From an optimization exercise on the open Yosys and OpenROAD flow, aimed at small area and a short achievable clock period; shortcuts taken in it are not production practice. Only simulation tests tie the RTL to the original design; equivalence was not proved.

==> flow/design.v (outline; a module is shown in full before it is edited, if it fits) <==
// module crc_xor2: 7 lines
// module crc_g4_net: 835 lines
// module tlp_frag_top: 95 lines
module tlp_frag_top (
    input  logic                   clk,
    input  logic                   arst,
    input  logic                   fifo_empty,
    input  frag_pkg::entry_t       fifo_rd_data,
    input  frag_pkg::dw_count_t    fifo_rd_dw,
    input  logic                   fifo_rd_last,
    input  logic                   halt,
    output logic                   fifo_rd_en,
    output logic                   tlp_valid,
    output logic                   tlp_sop,
    output logic                   tlp_eop,
    output frag_pkg::entry_t       tlp_data,
    output frag_pkg::valid_bytes_t tlp_valid_bytes,
    output frag_pkg::dll_length_t  tlp_length
);
  // ...
==> flow/flow/run.sh <==
#!/bin/bash
# The standard layout (standard.sh), with three changes:
#  - synthesis maps with the ABC script in flow/mine.abc instead of ORFS's
#    speed script (the rest of the synthesis is the standard flow's own script);
#  - port buffers are buf_1 cells;
#  - timing repair aims for SETUP_SLACK_MARGIN ns of setup slack.
# Each tool's log is under orfs/logs/; make's whole output is in flow_make.log.
set -euo pipefail
W=$PWD
MARGIN=${MARGIN:-9}
sed -e "s#^  log_cmd abc {\*}\$abc_args#  set abc_args [lreplace \$abc_args 1 1 $W/flow/mine.abc]\n  log_cmd abc {*}\$abc_args#" \
    "$FLOW_HOME/scripts/synth.tcl" > "$W/synth_mine.tcl"
grep -q "flow/mine.abc" "$W/synth_mine.tcl"
sed -e "s#source \$::env(SCRIPTS_DIR)/synth.tcl#source $W/synth_mine.tcl#" synth_recipe.tcl > "$W/synth_recipe_mine.tcl"
grep -q "synth_mine.tcl" "$W/synth_recipe_mine.tcl"
sed -e "s#SYNTH_SCRIPT=[^ ]*#SYNTH_SCRIPT=$W/synth_recipe_mine.tcl#" standard.sh > "$W/standard_mine.sh"
grep -q "synth_recipe_mine.tcl" "$W/standard_mine.sh"
bash "$W/standard_mine.sh" "BUFFER_PORTS_ARGS=-buffer_cell sky130_fd_sc_hd__buf_1" \
    "SETUP_SLACK_MARGIN=$MARGIN" finish > "$W/flow_make.log" 2>&1
==> flow/flow/mine.abc <==
&get -n
&dch -f
&nf -R 1000
&put
buffer -c
topo
stime -c
upsize -c
dnsize -c
==> flow/standard.sh <==
#!/bin/bash
# synth_recipe.tcl (not shown) runs the flow's synth.tcl, then flattens the netlist and writes it again
# the make line also repeats each setting of config.mk as NAME=value (left out here)
make -C /OpenROAD-flow-scripts/flow DESIGN_CONFIG=/design/flow/config.mk WORK_HOME=/design/flow/orfs CLKGATE_MAP_FILE= SYNTH_SCRIPT=/design/flow/synth_recipe.tcl "${@:-finish}"
==> flow/config.mk <==
export PLATFORM = sky130hd
export DESIGN_NAME = tlp_frag_top
export DESIGN_NICKNAME = tlp_frag_top
export VERILOG_FILES = /design/flow/design.v
export SDC_FILE = /design/flow/constraint.sdc
export NUM_CORES = 4
export LEC_CHECK = 0
export CAP_MARGIN = 20
export CORE_MARGIN = 2
export CORE_UTILIZATION = 40
export SLEW_MARGIN = 20
export SYNTH_HIERARCHICAL = 1
==> flow/constraint.sdc <==
create_clock -name core_clock -period 16.0 [get_ports {clk}]
set_input_delay 3.2000 -clock core_clock [delete_from_list [all_inputs] [get_ports {clk}]]
set_output_delay 3.2000 -clock core_clock [all_outputs]
set_load 0.01 [all_outputs]
==> flow_summary.toml, run 1 <==
[outcome]
status = "complete, no violations"

[sta]
fmax_ghz = 0.1373
worstMarginPinSlew_ns = 1.070
final_hold_viol_count = 0

[floorplanning]
die_height_um = 198.8
core_area_sq_um = 37490
initial_core_util_pct = 40.49
ios = 282

[final_layout]
insertedDiodeCount = 0
multi_input_comb_area_sq_um = 12170
layout-drive-gt1-share_pct = 14.49
mostFrequentLayoutCell = "xor2_1"
final_nets = 2121
top_regs = "tlp_data (128), crc_q (32), tlp_length (11)"
top_register = "tlp_data"

[clocking]
cts_sinks = 180
cts_hold_buf = 0
cts_buffer_depth = 2

[global_routing]
use_met2_pct = 66.61
first_global_vias = 13490

[worst_setup_path]
r2r-start = "rd_q$_DFF_PN0_"
r2r_cells = 15

[route]
num_vias = 14470
ant_nets = 0
met2RoutedLength_um = 37540
wl_met1_um = 32670
routed_wl_um = 83440
firstDrtPassIters = 8

[place]
placed_cells = 2449
placed_area_sq_um = 16500

[logic_synthesis]
synth_xor_area_share_pct = 48.07
synth_cells = 1742
==> module tlp_frag_top, before the edit <==
module tlp_frag_top (
    input  logic                   clk,
    input  logic                   arst,
    input  logic                   fifo_empty,
    input  frag_pkg::entry_t       fifo_rd_data,
    input  frag_pkg::dw_count_t    fifo_rd_dw,
    input  logic                   fifo_rd_last,
    input  logic                   halt,
    output logic                   fifo_rd_en,
    output logic                   tlp_valid,
    output logic                   tlp_sop,
    output logic                   tlp_eop,
    output frag_pkg::entry_t       tlp_data,
    output frag_pkg::valid_bytes_t tlp_valid_bytes,
    output frag_pkg::dll_length_t  tlp_length
);
    logic rd_q;       
    logic open_q;     
    logic tail_q;     
    logic td_q;       
    frag_pkg::dword_t crc_q;
    logic [1:0] vdw_q;
    frag_pkg::dword_t d [4];
    always_comb begin
        for (int i = 0; i < 4; i++) d[i] = fifo_rd_data[(4-i)*32-1 -: 32];
    end
    logic is_first, td_cur, last, need_tail, put_ecrc;
    frag_pkg::dll_length_t len_calc;
    assign is_first  = rd_q && !open_q;
    assign td_cur    = open_q ? td_q : d[0][frag_pkg::HDR_TD_BIT];
    assign last      = rd_q && fifo_rd_last;
    assign need_tail = last && td_cur && (fifo_rd_dw == 2'd3);
    assign put_ecrc  = last && td_cur && (fifo_rd_dw != 2'd3);
    assign fifo_rd_en = !fifo_empty && !halt && !need_tail;
    always_comb begin
        len_calc = frag_pkg::dll_length_t'(3) + frag_pkg::dll_length_t'(d[0][29])
                 + frag_pkg::dll_length_t'(d[0][15]);
        if (d[0][30]) begin
            len_calc = len_calc + {(d[0][9:0] == 10'd0), d[0][9:0]};
        end
    end
    frag_pkg::dword_t crc_nx;
    frag_pkg::dword_t ecrc;
    frag_pkg::dword_t x0;
    frag_pkg::dword_t e [4];
    assign x0 = (crc_q | {32{is_first}}) ^ d[0];
    always_comb begin
        case (fifo_rd_dw)
            2'd0: begin e[0] = '0;   e[1] = '0;   e[2] = '0;   e[3] = x0;   end
            2'd1: begin e[0] = '0;   e[1] = '0;   e[2] = x0;   e[3] = d[1]; end
            2'd2: begin e[0] = '0;   e[1] = x0;   e[2] = d[1]; e[3] = d[2]; end
            default: begin e[0] = x0; e[1] = d[1]; e[2] = d[2]; e[3] = d[3]; end
        endcase
    end
    crc_g4_net crc_i (.x({e[3], e[2], e[1], e[0]}), .y(crc_nx));
    assign ecrc = ~crc_nx;
    frag_pkg::entry_t data_nx;
    always_comb begin
        data_nx[127:96] = tail_q ? ~crc_q : d[0];
        for (int i = 1; i < 4; i++) begin
            data_nx[(4-i)*32-1 -: 32] =
                ((!tail_q && int'(fifo_rd_dw) >= i) ? d[i] : 32'd0) |
                ((put_ecrc && int'(fifo_rd_dw) == i - 1) ? ecrc : 32'd0);
        end
    end
    always_ff @(posedge clk or negedge arst) begin
        if (!arst) begin
            rd_q      <= 1'b0;
            open_q    <= 1'b0;
            tail_q    <= 1'b0;
            tlp_valid <= 1'b0;
            tlp_sop   <= 1'b0;
            tlp_eop   <= 1'b0;
        end else begin
            rd_q      <= fifo_rd_en;
            open_q    <= rd_q ? !fifo_rd_last : open_q;
            tail_q    <= need_tail;
            tlp_valid <= rd_q || tail_q;
            tlp_sop   <= is_first;
            tlp_eop   <= last || tail_q;
        end
    end
    always_ff @(posedge clk) begin
        if (is_first) begin
            td_q       <= d[0][frag_pkg::HDR_TD_BIT];
            tlp_length <= len_calc;
        end
        if (rd_q) begin
            crc_q <= crc_nx;
        end
        tlp_data <= data_nx;
        vdw_q    <= tail_q ? 2'd0 : fifo_rd_dw + {1'b0, put_ecrc};
    end
    assign tlp_valid_bytes = {vdw_q, 2'b11};
endmodule
==> run 2: changes to the inputs <==
--- a/flow/design.v
+++ b/flow/design.v
@@ -30,4 +30,11 @@
     assign y = a ^ b;
 endmodule
+module crc_xnor2 (
+    input  logic a,
+    input  logic b,
+    output logic y
+);
+    assign y = ~(a ^ b);
+endmodule
 module crc_g4_net (
     input  logic [127:0] x,
@@ -375,5 +382,5 @@
     crc_xor2 u338 (.a(n[337]), .b(n[336]), .y(n[338]));
     crc_xor2 u339 (.a(n[335]), .b(n[193]), .y(n[339]));
-    crc_xor2 u340 (.a(n[339]), .b(n[338]), .y(n[340]));
+    crc_xnor2 u340 (.a(n[339]), .b(n[338]), .y(n[340]));
     crc_xor2 u341 (.a(x[17]), .b(x[19]), .y(n[341]));
     crc_xor2 u342 (.a(x[20]), .b(x[24]), .y(n[342]));
@@ -392,5 +399,5 @@
     crc_xor2 u355 (.a(n[313]), .b(n[354]), .y(n[355]));
     crc_xor2 u356 (.a(n[353]), .b(n[352]), .y(n[356]));
-    crc_xor2 u357 (.a(n[356]), .b(n[355]), .y(n[357]));
+    crc_xnor2 u357 (.a(n[356]), .b(n[355]), .y(n[357]));
     crc_xor2 u358 (.a(x[56]), .b(x[105]), .y(n[358]));
     crc_xor2 u359 (.a(n[358]), .b(n[135]), .y(n[359]));
@@ -404,5 +411,5 @@
     crc_xor2 u367 (.a(n[84]), .b(n[366]), .y(n[367]));
     crc_xor2 u368 (.a(n[365]), .b(n[364]), .y(n[368]));
-    crc_xor2 u369 (.a(n[368]), .b(n[367]), .y(n[369]));
+    crc_xnor2 u369 (.a(n[368]), .b(n[367]), .y(n[369]));
     crc_xor2 u370 (.a(x[13]), .b(n[196]), .y(n[370]));
     crc_xor2 u371 (.a(n[370]), .b(n[152]), .y(n[371]));
@@ -415,5 +422,5 @@
     crc_xor2 u378 (.a(n[374]), .b(n[307]), .y(n[378]));
     crc_xor2 u379 (.a(n[378]), .b(n[377]), .y(n[379]));
-    crc_xor2 u380 (.a(n[322]), .b(n[379]), .y(n[380]));
+    crc_xnor2 u380 (.a(n[322]), .b(n[379]), .y(n[380]));
     crc_xor2 u381 (.a(x[17]), .b(x[18]), .y(n[381]));
     crc_xor2 u382 (.a(x[99]), .b(x[126]), .y(n[382]));
@@ -431,5 +438,5 @@
     crc_xor2 u394 (.a(n[318]), .b(n[393]), .y(n[394]));
     crc_xor2 u395 (.a(n[392]), .b(n[193]), .y(n[395]));
-    crc_xor2 u396 (.a(n[395]), .b(n[394]), .y(n[396]));
+    crc_xnor2 u396 (.a(n[395]), .b(n[394]), .y(n[396]));
     crc_xor2 u397 (.a(x[7]), .b(x[26]), .y(n[397]));
     crc_xor2 u398 (.a(x[31]), .b(x[35]), .y(n[398]));
@@ -446,5 +453,5 @@
     crc_xor2 u409 (.a(n[300]), .b(n[408]), .y(n[409]));
     crc_xor2 u410 (.a(n[407]), .b(n[406]), .y(n[410]));
-    crc_xor2 u411 (.a(n[410]), .b(n[409]), .y(n[411]));
+    crc_xnor2 u411 (.a(n[410]), .b(n[409]), .y(n[411]));
     crc_xor2 u412 (.a(x[2]), .b(x[104]), .y(n[412]));
     crc_xor2 u413 (.a(x[125]), .b(n[412]), .y(n[413]));
@@ -461,5 +468,5 @@
     crc_xor2 u424 (.a(n[423]), .b(n[422]), .y(n[424]));
     crc_xor2 u425 (.a(n[421]), .b(n[324]), .y(n[425]));
-    crc_xor2 u426 (.a(n[425]), .b(n[424]), .y(n[426]));
+    crc_xnor2 u426 (.a(n[425]), .b(n[424]), .y(n[426]));
     crc_xor2 u427 (.a(x[37]), .b(x[42]), .y(n[427]));
     crc_xor2 u428 (.a(x[71]), .b(x[118]), .y(n[428]));
@@ -480,5 +487,5 @@
     crc_xor2 u443 (.a(n[302]), .b(n[304]), .y(n[443]));
     crc_xor2 u444 (.a(n[443]), .b(n[442]), .y(n[444]));
-    crc_xor2 u445 (.a(n[441]), .b(n[444]), .y(n[445]));
+    crc_xnor2 u445 (.a(n[441]), .b(n[444]), .y(n[445]));
     crc_xor2 u446 (.a(x[22]), .b(x[43]), .y(n[446]));
     crc_xor2 u447 (.a(x[67]), .b(n[446]), .y(n[447]));
@@ -497,5 +504,5 @@
     crc_xor2 u460 (.a(n[306]), .b(n[459]), .y(n[460]));
     crc_xor2 u461 (.a(n[458]), .b(n[457]), .y(n[461]));
-    crc_xor2 u462 (.a(n[461]), .b(n[460]), .y(n[462]));
+    crc_xnor2 u462 (.a(n[461]), .b(n[460]), .y(n[462]));
     crc_xor2 u463 (.a(x[44]), .b(x[65]), .y(n[463]));
     crc_xor2 u464 (.a(x[85]), .b(x[108]), .y(n[464]));
@@ -516,5 +523,5 @@
     crc_xor2 u479 (.a(n[472]), .b(n[309]), .y(n[479]));
     crc_xor2 u480 (.a(n[479]), .b(n[478]), .y(n[480]));
-    crc_xor2 u481 (.a(n[477]), .b(n[480]), .y(n[481]));
+    crc_xnor2 u481 (.a(n[477]), .b(n[480]), .y(n[481]));
     crc_xor2 u482 (.a(x[31]), .b(x[45]), .y(n[482]));
     crc_xor2 u483 (.a(x[64]), .b(x[91]), .y(n[483]));
@@ -530,5 +537,5 @@
     crc_xor2 u493 (.a(n[490]), .b(n[319]), .y(n[493]));
     crc_xor2 u494 (.a(n[320]), .b(n[493]), .y(n[494]));
-    crc_xor2 u495 (.a(n[492]), .b(n[494]), .y(n[495]));
+    crc_xnor2 u495 (.a(n[492]), .b(n[494]), .y(n[495]));
     crc_xor2 u496 (.a(x[6]), .b(x[50]), .y(n[496]));
     crc_xor2 u497 (.a(x[82]), .b(n[496]), .y(n[497]));
@@ -544,5 +551,5 @@
     crc_xor2 u507 (.a(n[506]), .b(n[505]), .y(n[507]));
     crc_xor2 u508 (.a(n[504]), .b(n[320]), .y(n[508]));
-    crc_xor2 u509 (.a(n[508]), .b(n[507]), .y(n[509]));
+    crc_xnor2 u509 (.a(n[508]), .b(n[507]), .y(n[509]));
     crc_xor2 u510 (.a(x[74]), .b(x[102]), .y(n[510]));
     crc_xor2 u511 (.a(n[510]), .b(n[132]), .y(n[511]));
@@ -560,5 +567,5 @@
     crc_xor2 u523 (.a(n[299]), .b(n[306]), .y(n[523]));
     crc_xor2 u524 (.a(n[523]), .b(n[522]), .y(n[524]));
-    crc_xor2 u525 (.a(n[521]), .b(n[524]), .y(n[525]));
+    crc_xnor2 u525 (.a(n[521]), .b(n[524]), .y(n[525]));
     crc_xor2 u526 (.a(x[16]), .b(x[18]), .y(n[526]));
     crc_xor2 u527 (.a(x[24]), .b(x[61]), .y(n[527]));
@@ -579,5 +586,5 @@
     crc_xor2 u542 (.a(n[541]), .b(n[540]), .y(n[542]));
     crc_xor2 u543 (.a(n[539]), .b(n[319]), .y(n[543]));
-    crc_xor2 u544 (.a(n[543]), .b(n[542]), .y(n[544]));
+    crc_xnor2 u544 (.a(n[543]), .b(n[542]), .y(n[544]));
     crc_xor2 u545 (.a(x[7]), .b(x[8]), .y(n[545]));
     crc_xor2 u546 (.a(x[57]), .b(x[62]), .y(n[546]));
@@ -596,5 +603,5 @@
     crc_xor2 u559 (.a(n[558]), .b(n[557]), .y(n[559]));
     crc_xor2 u560 (.a(n[556]), .b(n[192]), .y(n[560]));
-    crc_xor2 u561 (.a(n[560]), .b(n[559]), .y(n[561]));
+    crc_xnor2 u561 (.a(n[560]), .b(n[559]), .y(n[561]));
     crc_xor2 u562 (.a(x[20]), .b(x[56]), .y(n[562]));
     crc_xor2 u563 (.a(x[77]), .b(x[112]), .y(n[563]));
@@ -612,5 +619,5 @@
     crc_xor2 u575 (.a(n[569]), .b(n[574]), .y(n[575]));
     crc_xor2 u576 (.a(n[573]), .b(n[322]), .y(n[576]));
-    crc_xor2 u577 (.a(n[576]), .b(n[575]), .y(n[577]));
+    crc_xnor2 u577 (.a(n[576]), .b(n[575]), .y(n[577]));
     crc_xor2 u578 (.a(x[16]), .b(x[23]), .y(n[578]));
     crc_xor2 u579 (.a(x[64]), .b(x[113]), .y(n[579]));
@@ -628,5 +635,5 @@
     crc_xor2 u591 (.a(n[187]), .b(n[590]), .y(n[591]));
     crc_xor2 u592 (.a(n[589]), .b(n[588]), .y(n[592]));
-    crc_xor2 u593 (.a(n[592]), .b(n[591]), .y(n[593]));
+    crc_xnor2 u593 (.a(n[592]), .b(n[591]), .y(n[593]));
     crc_xor2 u594 (.a(x[97]), .b(x[119]), .y(n[594]));
     crc_xor2 u595 (.a(n[594]), .b(n[27]), .y(n[595]));
@@ -642,5 +649,5 @@
     crc_xor2 u605 (.a(n[602]), .b(n[601]), .y(n[605]));
     crc_xor2 u606 (.a(n[600]), .b(n[605]), .y(n[606]));
-    crc_xor2 u607 (.a(n[604]), .b(n[606]), .y(n[607]));
+    crc_xnor2 u607 (.a(n[604]), .b(n[606]), .y(n[607]));
     crc_xor2 u608 (.a(x[45]), .b(n[14]), .y(n[608]));
     crc_xor2 u609 (.a(n[143]), .b(n[59]), .y(n[609]));
@@ -655,5 +662,5 @@
     crc_xor2 u618 (.a(n[190]), .b(n[617]), .y(n[618]));
     crc_xor2 u619 (.a(n[616]), .b(n[615]), .y(n[619]));
-    crc_xor2 u620 (.a(n[619]), .b(n[618]), .y(n[620]));
+    crc_xnor2 u620 (.a(n[619]), .b(n[618]), .y(n[620]));
     crc_xor2 u621 (.a(x[46]), .b(x[111]), .y(n[621]));
     crc_xor2 u622 (.a(n[621]), .b(n[141]), .y(n[622]));
@@ -667,5 +674,5 @@
     crc_xor2 u630 (.a(n[301]), .b(n[317]), .y(n[630]));
     crc_xor2 u631 (.a(n[630]), .b(n[629]), .y(n[631]));
-    crc_xor2 u632 (.a(n[628]), .b(n[631]), .y(n[632]));
+    crc_xnor2 u632 (.a(n[628]), .b(n[631]), .y(n[632]));
     crc_xor2 u633 (.a(x[105]), .b(x[108]), .y(n[633]));
     crc_xor2 u634 (.a(x[112]), .b(n[633]), .y(n[634]));
@@ -682,5 +689,5 @@
     crc_xor2 u645 (.a(n[186]), .b(n[96]), .y(n[645]));
     crc_xor2 u646 (.a(n[645]), .b(n[644]), .y(n[646]));
-    crc_xor2 u647 (.a(n[643]), .b(n[646]), .y(n[647]));
+    crc_xnor2 u647 (.a(n[643]), .b(n[646]), .y(n[647]));
     crc_xor2 u648 (.a(x[81]), .b(x[93]), .y(n[648]));
     crc_xor2 u649 (.a(x[109]), .b(n[648]), .y(n[649]));
@@ -695,5 +702,5 @@
     crc_xor2 u658 (.a(n[310]), .b(n[316]), .y(n[658]));
     crc_xor2 u659 (.a(n[658]), .b(n[657]), .y(n[659]));
-    crc_xor2 u660 (.a(n[656]), .b(n[659]), .y(n[660]));
+    crc_xnor2 u660 (.a(n[656]), .b(n[659]), .y(n[660]));
     crc_xor2 u661 (.a(x[4]), .b(x[28]), .y(n[661]));
     crc_xor2 u662 (.a(x[93]), .b(x[94]), .y(n[662]));
@@ -711,5 +718,5 @@
     crc_xor2 u674 (.a(n[671]), .b(n[670]), .y(n[674]));
     crc_xor2 u675 (.a(n[325]), .b(n[674]), .y(n[675]));
-    crc_xor2 u676 (.a(n[673]), .b(n[675]), .y(n[676]));
+    crc_xnor2 u676 (.a(n[673]), .b(n[675]), .y(n[676]));
     crc_xor2 u677 (.a(x[91]), .b(n[4]), .y(n[677]));
     crc_xor2 u678 (.a(n[12]), .b(n[677]), .y(n[678]));
@@ -726,5 +733,5 @@
     crc_xor2 u689 (.a(n[311]), .b(n[688]), .y(n[689]));
     crc_xor2 u690 (.a(n[687]), .b(n[686]), .y(n[690]));
-    crc_xor2 u691 (.a(n[690]), .b(n[689]), .y(n[691]));
+    crc_xnor2 u691 (.a(n[690]), .b(n[689]), .y(n[691]));
     crc_xor2 u692 (.a(x[67]), .b(n[144]), .y(n[692]));
     crc_xor2 u693 (.a(n[86]), .b(n[97]), .y(n[693]));
@@ -739,5 +746,5 @@
     crc_xor2 u702 (.a(n[701]), .b(n[700]), .y(n[702]));
     crc_xor2 u703 (.a(n[699]), .b(n[324]), .y(n[703]));
-    crc_xor2 u704 (.a(n[703]), .b(n[702]), .y(n[704]));
+    crc_xnor2 u704 (.a(n[703]), .b(n[702]), .y(n[704]));
     crc_xor2 u705 (.a(n[199]), .b(n[16]), .y(n[705]));
     crc_xor2 u706 (.a(n[19]), .b(n[705]), .y(n[706]));
@@ -748,5 +755,5 @@
     crc_xor2 u711 (.a(n[708]), .b(n[323]), .y(n[711]));
     crc_xor2 u712 (.a(n[325]), .b(n[711]), .y(n[712]));
-    crc_xor2 u713 (.a(n[710]), .b(n[712]), .y(n[713]));
+    crc_xnor2 u713 (.a(n[710]), .b(n[712]), .y(n[713]));
     crc_xor2 u714 (.a(x[73]), .b(x[79]), .y(n[714]));
     crc_xor2 u715 (.a(x[106]), .b(n[714]), .y(n[715]));
@@ -761,5 +768,5 @@
     crc_xor2 u724 (.a(n[295]), .b(n[297]), .y(n[724]));
     crc_xor2 u725 (.a(n[724]), .b(n[723]), .y(n[725]));
-    crc_xor2 u726 (.a(n[725]), .b(n[326]), .y(n[726]));
+    crc_xnor2 u726 (.a(n[725]), .b(n[326]), .y(n[726]));
     crc_xor2 u727 (.a(n[8]), .b(n[21]), .y(n[727]));
     crc_xor2 u728 (.a(n[45]), .b(n[727]), .y(n[728]));
@@ -775,5 +782,5 @@
     crc_xor2 u738 (.a(n[290]), .b(n[96]), .y(n[738]));
     crc_xor2 u739 (.a(n[738]), .b(n[737]), .y(n[739]));
-    crc_xor2 u740 (.a(n[736]), .b(n[739]), .y(n[740]));
+    crc_xnor2 u740 (.a(n[736]), .b(n[739]), .y(n[740]));
     crc_xor2 u741 (.a(x[3]), .b(x[59]), .y(n[741]));
     crc_xor2 u742 (.a(x[72]), .b(x[75]), .y(n[742]));
@@ -789,5 +796,5 @@
     crc_xor2 u752 (.a(n[751]), .b(n[750]), .y(n[752]));
     crc_xor2 u753 (.a(n[749]), .b(n[193]), .y(n[753]));
-    crc_xor2 u754 (.a(n[753]), .b(n[752]), .y(n[754]));
+    crc_xnor2 u754 (.a(n[753]), .b(n[752]), .y(n[754]));
     crc_xor2 u755 (.a(x[62]), .b(x[127]), .y(n[755]));
     crc_xor2 u756 (.a(n[755]), .b(n[195]), .y(n[756]));
@@ -800,5 +807,5 @@
     crc_xor2 u763 (.a(n[294]), .b(n[762]), .y(n[763]));
     crc_xor2 u764 (.a(n[761]), .b(n[763]), .y(n[764]));
-    crc_xor2 u765 (.a(n[326]), .b(n[764]), .y(n[765]));
+    crc_xnor2 u765 (.a(n[326]), .b(n[764]), .y(n[765]));
     crc_xor2 u766 (.a(x[1]), .b(x[106]), .y(n[766]));
     crc_xor2 u767 (.a(x[126]), .b(n[766]), .y(n[767]));
@@ -816,5 +823,5 @@
     crc_xor2 u779 (.a(n[315]), .b(n[778]), .y(n[779]));
     crc_xor2 u780 (.a(n[777]), .b(n[776]), .y(n[780]));
-    crc_xor2 u781 (.a(n[780]), .b(n[779]), .y(n[781]));
+    crc_xnor2 u781 (.a(n[780]), .b(n[779]), .y(n[781]));
     crc_xor2 u782 (.a(x[2]), .b(x[51]), .y(n[782]));
     crc_xor2 u783 (.a(x[68]), .b(x[121]), .y(n[783]));
@@ -831,5 +838,5 @@
     crc_xor2 u794 (.a(n[793]), .b(n[792]), .y(n[794]));
     crc_xor2 u795 (.a(n[791]), .b(n[323]), .y(n[795]));
-    crc_xor2 u796 (.a(n[795]), .b(n[794]), .y(n[796]));
+    crc_xnor2 u796 (.a(n[795]), .b(n[794]), .y(n[796]));
     assign y[0] = n[340];
     assign y[1] = n[357];
@@ -887,5 +894,5 @@
     logic tail_q;     
     logic td_q;       
-    frag_pkg::dword_t crc_q;
+    frag_pkg::dword_t crc_qn;   
     logic [1:0] vdw_q;
     frag_pkg::dword_t d [4];
@@ -908,9 +915,8 @@
         end
     end
-    frag_pkg::dword_t crc_nx;
     frag_pkg::dword_t ecrc;
     frag_pkg::dword_t x0;
     frag_pkg::dword_t e [4];
-    assign x0 = (crc_q | {32{is_first}}) ^ d[0];
+    assign x0 = ~(crc_qn & {32{!is_first}}) ^ d[0];
     always_comb begin
         case (fifo_rd_dw)
@@ -921,9 +927,8 @@
         endcase
     end
-    crc_g4_net crc_i (.x({e[3], e[2], e[1], e[0]}), .y(crc_nx));
-    assign ecrc = ~crc_nx;
+    crc_g4_net crc_i (.x({e[3], e[2], e[1], e[0]}), .y(ecrc));
     frag_pkg::entry_t data_nx;
     always_comb begin
-        data_nx[127:96] = tail_q ? ~crc_q : d[0];
+        data_nx[127:96] = tail_q ? crc_qn : d[0];
         for (int i = 1; i < 4; i++) begin
             data_nx[(4-i)*32-1 -: 32] =
@@ -955,5 +960,5 @@
         end
         if (rd_q) begin
-            crc_q <= crc_nx;
+            crc_qn <= ecrc;
         end
         tlp_data <= data_nx;
==> run 2 against run 1 <==
Sequential cell count stayed put. Register-to-register slack gained 0.51 ns. Via count down 5.1%. Synthesized cell count shrank 6.9%. Worst setup slack better by 0.19 ns. Sequential share of layout area up 0.66 points. Routed wire length shrank 3.6%.
==> flow_summary.toml, run 2 <==
[clocking]
clk_pin_slew_ns = 0.08
clock-root-buffer = "clkbuf_16"
cts_buffers = 17
cts_sinks = 180
clock_latency_ns = 0.45
h-tree-depth = 4
cts_tree = "done"
cts_buffer_depth = 2
cts_hold_buf = 0

[final_layout]
top_register = "tlp_data"
mostFrequentLayoutCell = "xor2_1"
largest_reg_flops = 128
insertedDiodeCount = 0
layout_common_cells = "xor2_1, buf_1, nand2_1"
fillers = 3639
layout-drive-gt1-share_pct = 13.73
syn_to_final_growth_pct = 20.85
top_regs = "tlp_data (128), crc_qn (32), tlp_length (11)"
final_nets = 1999

[logic_synthesis]
ys_ff_latch = 180
synth_cells = 1621
synth_edf_count = 44
avgSynthCellArea_sq_um = 9.400
ys_top_cells_by_count = "xor2_1, nand2_1, dfxtp_1, a22o_1, edfxtp_1"
netlist_top_cells_area = "xor2_1, dfxtp_1, edfxtp_1, a22o_1, nand2_1"
seq_area_frac_synth_pct = 26.74
ys_warn_count = 9
yosysTopAreaCell = "xor2_1"
yosys.area.top_type_share_pct = 45.70
syn_area_sq_um = 15240
synthFlopType = "dfxtp_1"
synth.most_common_cell = "xor2_1"
async_flop_share_pct = 3.333
synth.distinct_cells = 36

[floorplanning]
die_height_um = 199.2
rows = 71
ios = 282
die_w_um = 199.2
die_area_sq_um = 39670
core_area_sq_um = 37580
initial_core_util_pct = 40.55

[worst_setup_path]
crit_type = "in2reg"
cp_data_arrival_time_ns = 7.48
cp_top_family = "XOR/XNOR gates"
critPathCaptureType = "register"
crit_buf_inv = 3
r2r_slack_ns = 10.44
setup.worst_path.start_class = "input port"
worst_path_max_delay_cell = "xor2_1"
required_ns = 16.40
critPathMaxStageDelay_ns = 0.56
cp_max_fo = 66
crit_chain = "buf_6 -> nor2b_4 -> buf_12 -> a221o_1 -> xor2_1 -> buf_4 -> xor2_1 -> xor2_1 -> xor2_1 -> xor2_1 -> xor2_1 -> xnor2_1 -> a22o_1"
cpMostUsedCell = "xor2_1"

[route]
drc = 0
vias_per_cell = 5.763
drtIter0Drc = 1901
num_vias = 13730
routed_wl_um = 80420
firstDrtPassIters = 14
ant_nets = 0
wl_per_cell_um = 33.75

[flow_run]
cap_violations = 0

[global_routing]
first_global_vias = 12970
grt_usage_pct = 40.03
grt_overflow = 0
grt_max_degree = 67
grt_pass1_wl_um = 106800
antenna_found_initial = 1

[sta]
worstMarginPinSlew_ns = 0.9403
post-route-period-util_pct = 44.29
skew_ns = 0.01760
rsz0062_at_grt = "true"
finalSetupViolations = 0
period_minus_slack_ns = 7.086
slew_viol_final = 0
timing.slew.headroom_pct = 37.16
fmax_ghz = 0.1411
tns_ns = 0
final_hold_viol_count = 0
hold_slack_ns = 0.4821

[place]
gp_congestion = 1.146
place.port_buffers = 279
dp_hpwl_um = 66730

[min_path]
holdCritPathClass = "reg2reg"

[outcome]
status = "complete, no violations"
## run 2: cell count changes in the layout (fill, tap and decap cells not counted), moves of 26 or more
cell | previous run | this run
a22o_1 | 23 | 114
o21ai_0 | 100 | 15
nand2_1 | 221 | 169
nor2_1 | 67 | 15
xor2_1 | 654 | 700
a21oi_1 | 38 | 7
mux2_2 | 1 | 29
xor2_4 | 38 | 12
## run 2: repair_timing
action / in CTS / in global routing
setup endpoints to repair: 129 / 108
gates resized for setup: 144 / 34
cloned: 1 / 1
pin swaps: 13 / 4
setup buffers: 12 / 3
## run 2: per-stage QoR
step                cell area, sq um  utilization [%]  worst slack (ns)  cells
floorplan                      15250                -             9.059   1622
global placement               16610            44.19             6.502   2334
detailed placement             16610            44.19             6.604   2334
CTS                            18160            48.34             8.879   2379
global route                   18410            49.00             8.907   2383
finish                         18410            49.00             8.914   2383
## run 2: modules after synthesis, one instance, submodules excluded
module        cells  flops+latches  copies in the design
tlp_frag_top    792            180                     1
crc_xor2          1              0                   765
crc_xnor2         1              0                    32
crc_g4_net       32              0                     1
## run 2: logic make-up after synthesis
kind of cell,after synthesis,share of synthesized area (%)
AOI/OAI and AO/OA,218,11.96
xor gates and xnor gates,836,48.10
adders and majority gates,5,0.4106
buffers and inverters,108,3.769
DFF,180,26.74
muxes,29,2.143
other,1,0.02461
and+or+nand+nor,244,6.848
## run 2: worst paths after layout
path,end,startpoint,depth (start not counted)
max,tlp_data[92]$_DFF_P_,fifo_rd_dw[1],13
min,tlp_data[102]$_DFF_P_,crc_qn[6]$_DFFE_PP_,2
max reg2reg,tlp_data[92]$_DFF_P_,rd_q$_DFF_PN0_,16
min reg2reg,tlp_data[102]$_DFF_P_,crc_qn[6]$_DFFE_PP_,2
max in group asynchronous,tail_q$_DFF_PN0_,arst,1
min in group asynchronous,tlp_eop$_DFF_PN0_,arst,1
## run 2: worst min-delay path: cells and delay by family (launching register included)
kind	cells	cell delay [ns]
compound gates	1	0.06
flops	1	0.35
simple gates	1	0.05
## run 2: area by class of cell
class / count / area (sq um) / share of cell area (%)
Clock buffer: 18 / 429.2 / 2.331
Clock inverter: 14 / 155.1 / 0.8426
Inverter: 6 / 22.52 / 0.1223
Multi-Input combinational cell: 1336 / 11680 / 63.45
Sequential cell: 180 / 4075 / 22.13
Tap cell: 511 / 639.4 / 3.472
Timing Repair Buffer: 318 / 1409 / 7.651
## run 2: layer usage
metal,GRT usage (%),part of all wire (%),wire [um]
met5,0,0.015,12
met1,51.85,39,31680
met3,7.274,9.7,7831
met2,64.50,45,36470
met4,18.79,5.5,4422
==> run 3: changes to the inputs <==
--- a/flow/config.mk
+++ b/flow/config.mk
@@ -9,4 +9,5 @@
 export CORE_MARGIN = 2
 export CORE_UTILIZATION = 40
+export CTS_BUF_LIST = sky130_fd_sc_hd__clkbuf_8
 export SLEW_MARGIN = 20
 export SYNTH_HIERARCHICAL = 1
==> run 3 against run 2 <==
Still clean on timing, DRC and antenna. Cell count fell by 0.13%. Die area did not move. Highest routed layer is now met4. Critical endpoint is now fifo_rd_en. Fmax rose by 0.37%. Critical path type is now in2out. Clock-buffer cell count fell by 1.
==> flow_summary.toml, run 3 <==
[clocking]
cts_buffers = 17
cts_hold_buf = 0
cts_buffer_depth = 2
cts_sinks = 180
clock_latency_ns = 0.51
clock-root-buffer = "clkbuf_8"
h-tree-depth = 4
clk_pin_slew_ns = 0.09
cts_tree = "done"

[sta]
rsz0062_at_grt = "true"
tns_ns = 0
final_hold_viol_count = 0
fmax_ghz = 0.1416
period_minus_slack_ns = 7.061
timing.slew.headroom_pct = 36.43
post-route-period-util_pct = 44.13
skew_ns = 0.02262
worstMarginPinSlew_ns = 0.9500
slew_viol_final = 0
finalSetupViolations = 0

[global_routing]
grt_overflow = 0
grt_pass1_wl_um = 106900
grt_usage_pct = 40.09
grtUsageMet1_pct = 51.46
first_global_vias = 12930
grt_max_degree = 67
gr-usage-met3_pct = 8.354
top_usage_layer = "met2"
use_met2_pct = 64.07
antenna_found_initial = 0

[logic_synthesis]
yosysTopAreaCell = "xor2_1"
seq_area_frac_synth_pct = 26.74
synth_edf_count = 44
synth_top_family_by_area = "XOR/XNOR gates"
synthMuxAreaShare_pct = 2.143
ys_top_cells_by_count = "xor2_1, nand2_1, dfxtp_1, a22o_1, edfxtp_1"
synth_fa_ha_area_share_pct = 0.4106
avgSynthCellArea_sq_um = 9.400
synth_compound_area_share_pct = 11.96
synth.distinct_cells = 36
synth.most_common_cell = "xor2_1"
syn_area_sq_um = 15240
synth_cells = 1621
ys_ff_latch = 180
synthFlopType = "dfxtp_1"
async_flop_share_pct = 3.333
synth-simple-area-share_pct = 6.848
netlist_top_cells_area = "xor2_1, dfxtp_1, edfxtp_1, a22o_1, nand2_1"
yosys.area.top_type_share_pct = 45.70
synth_xor_area_share_pct = 48.10
ys_warn_count = 9

[worst_setup_path]
setup.worst_path.start_class = "input port"
r2r-start = "rd_q$_DFF_PN0_"
crit_type = "in2out"
cp_data_arrival_time_ns = 3.86
critPathCaptureType = "output pin"
timing.rr.end = "tlp_data[2]$_DFF_P_"
r2r_slack_ns = 10.53
cp_max_fo = 3
r2r_cells = 15
required_ns = 12.80

[final_layout]
top_register = "tlp_data"
mostFrequentLayoutCell = "xor2_1"
top_regs = "tlp_data (128), crc_qn (32), tlp_length (11)"
insertedDiodeCount = 0
largest_reg_flops = 128
syn_to_final_growth_pct = 18.88
final_nets = 1996
layout_common_cells = "xor2_1, buf_1, nand2_1"
layout-drive-gt1-share_pct = 12.79
post-route-util_pct = 48.20

[floorplanning]
initial_core_util_pct = 40.55
ios = 282
die_area_sq_um = 39670
rows = 71
die_height_um = 199.2
core_area_sq_um = 37580
die_w_um = 199.2

[min_path]
min_to = "tlp_data[102]$_DFF_P_"
hold_depth = 2
min_from = "crc_qn[6]$_DFFE_PP_"
holdCritPathClass = "reg2reg"

[outcome]
status = "complete, no violations"

[route]
ant_nets = 0
drc = 0
vias_per_cell = 5.710
num_vias = 13590
drtIter0Drc = 1963
wl_per_cell_um = 33.69
routed_wl_um = 80180
firstDrtPassIters = 8

[place]
dp_hpwl_um = 66730
gp_congestion = 1.146
place.port_buffers = 279

[flow_run]
cap_violations = 0
run 3: cell counts after synthesis:
Identical to the previous run, type by type.
run 3: per-module statistics from Yosys (local to each module, per instance):
module        flip-flops and latches  cell area [sq um]
crc_g4_net                         0              240.2
crc_xnor2                          0              8.758
crc_xor2                           0              8.758
tlp_frag_top                     180               8016
run 3: layout make-up:
type | count | area (sq um)
Fill cell | 3669 | 19460
Multi-Input combinational cell | 1335 | 11590
Sequential cell | 180 | 4075
Timing Repair Buffer | 316 | 1396
Tap cell | 511 | 639.4
Clock buffer | 17 | 234.0
Clock inverter | 15 | 158.9
Inverter | 6 | 22.52
run 3: kinds of logic after synthesis:
family | after synthesis
xor+xnor | 836
simple gates | 244
compound gates | 218
flops | 180
buf+inv | 108
mux | 29
fa+ha+maj | 5
other cells | 1
run 3: metal layers:
layer | up-vias | share of wire [%]
li1 | 5738 | -
met1 | 6760 | 40
met2 | 915 | 45
met3 | 176 | 9.4
met4 | 0 | 5.8
met5 | - | 0
run 3: worst max path at each step:
stage	from	endpoint	slack, ns	cells after the start
after floorplan	fifo_rd_dw[1]	fifo_rd_en	9.06	4
after global placement	fifo_rd_dw[1]	tlp_data[93]$_DFF_P_	6.50	13
after detailed placement	fifo_rd_dw[1]	tlp_data[93]$_DFF_P_	6.60	13
after CTS	fifo_rd_data[111]	fifo_rd_en	8.93	5
after global routing	fifo_rd_data[111]	fifo_rd_en	8.90	5
final	fifo_rd_data[111]	fifo_rd_en	8.94	5
run 3: what timing repair did:
item | 4_1_cts | 5_1_grt
endpoints found under the hold margin | 0 | 0
gates cloned | 1 | 0
pin swaps | 9 | 1
buffers inserted | 11 | 2
endpoints found under the setup margin | 129 | 84
resized for setup | 120 | 39
run 3: critical path, cell delays in order:
cell	delay, ns
buf_8	0.10
o2111ai_4	0.20
nor2_2	0.07
nor3_2	0.12
buf_2	0.16
run 3: metrics by stage:
step | instances | setup WS [ns] | cell area, sq um | hold slack [ns]
6_report | 2380 | 8.939 | 18110 | 0.4880
5_1_grt | 2380 | 8.897 | 18110 | 0.5166
4_1_cts | 2378 | 8.935 | 17820 | 0.4879
3_5_place_dp | 2334 | 6.604 | 16610 | 0.4645
3_3_place_gp | 2334 | 6.502 | 16610 | 0.4562
2_1_floorplan | 1622 | 9.059 | 15250 | 0.4433

[separate check: timing with driven ports]
Ports are ideal in the flow. The routed layouts listed here were re-timed in OpenROAD. Step 1 (the two cells are an assumption about what drives the block):
set clk [get_ports {clk}]
set_driving_cell -lib_cell sky130_fd_sc_hd__clkbuf_16 $clk
set_driving_cell -lib_cell sky130_fd_sc_hd__buf_2 [delete_from_list [all_inputs] $clk]
Step 2, shift: input delay + t, output delay - t, t = (earliest + latest rising clock arrival at the registers) / 2. This alone moves slack from input paths to output paths. a / b / c = no drivers / after step 1 / after step 2; a / b = the first two.
| run | t, ns | slack for setup (ns) | worst hold slack (ns) |
|---|---|---|---|
| run 1 | 0.530 | 8.719 / 8.694 / 8.419 | 0.447 / 0.447 / 0.447 |
| run 2 | 0.501 | 8.914 / 8.900 / 8.399 | 0.482 / 0.482 / 0.482 |
| run 3 | 0.550 | 8.939 / 8.883 / 8.410 | 0.488 / 0.488 / 0.488 |
After both steps every run listed still meets setup and hold. For run 3, which loses most, drivers alone change the setup slack by -0.056 ns; drivers and shift together by -0.529 ns.
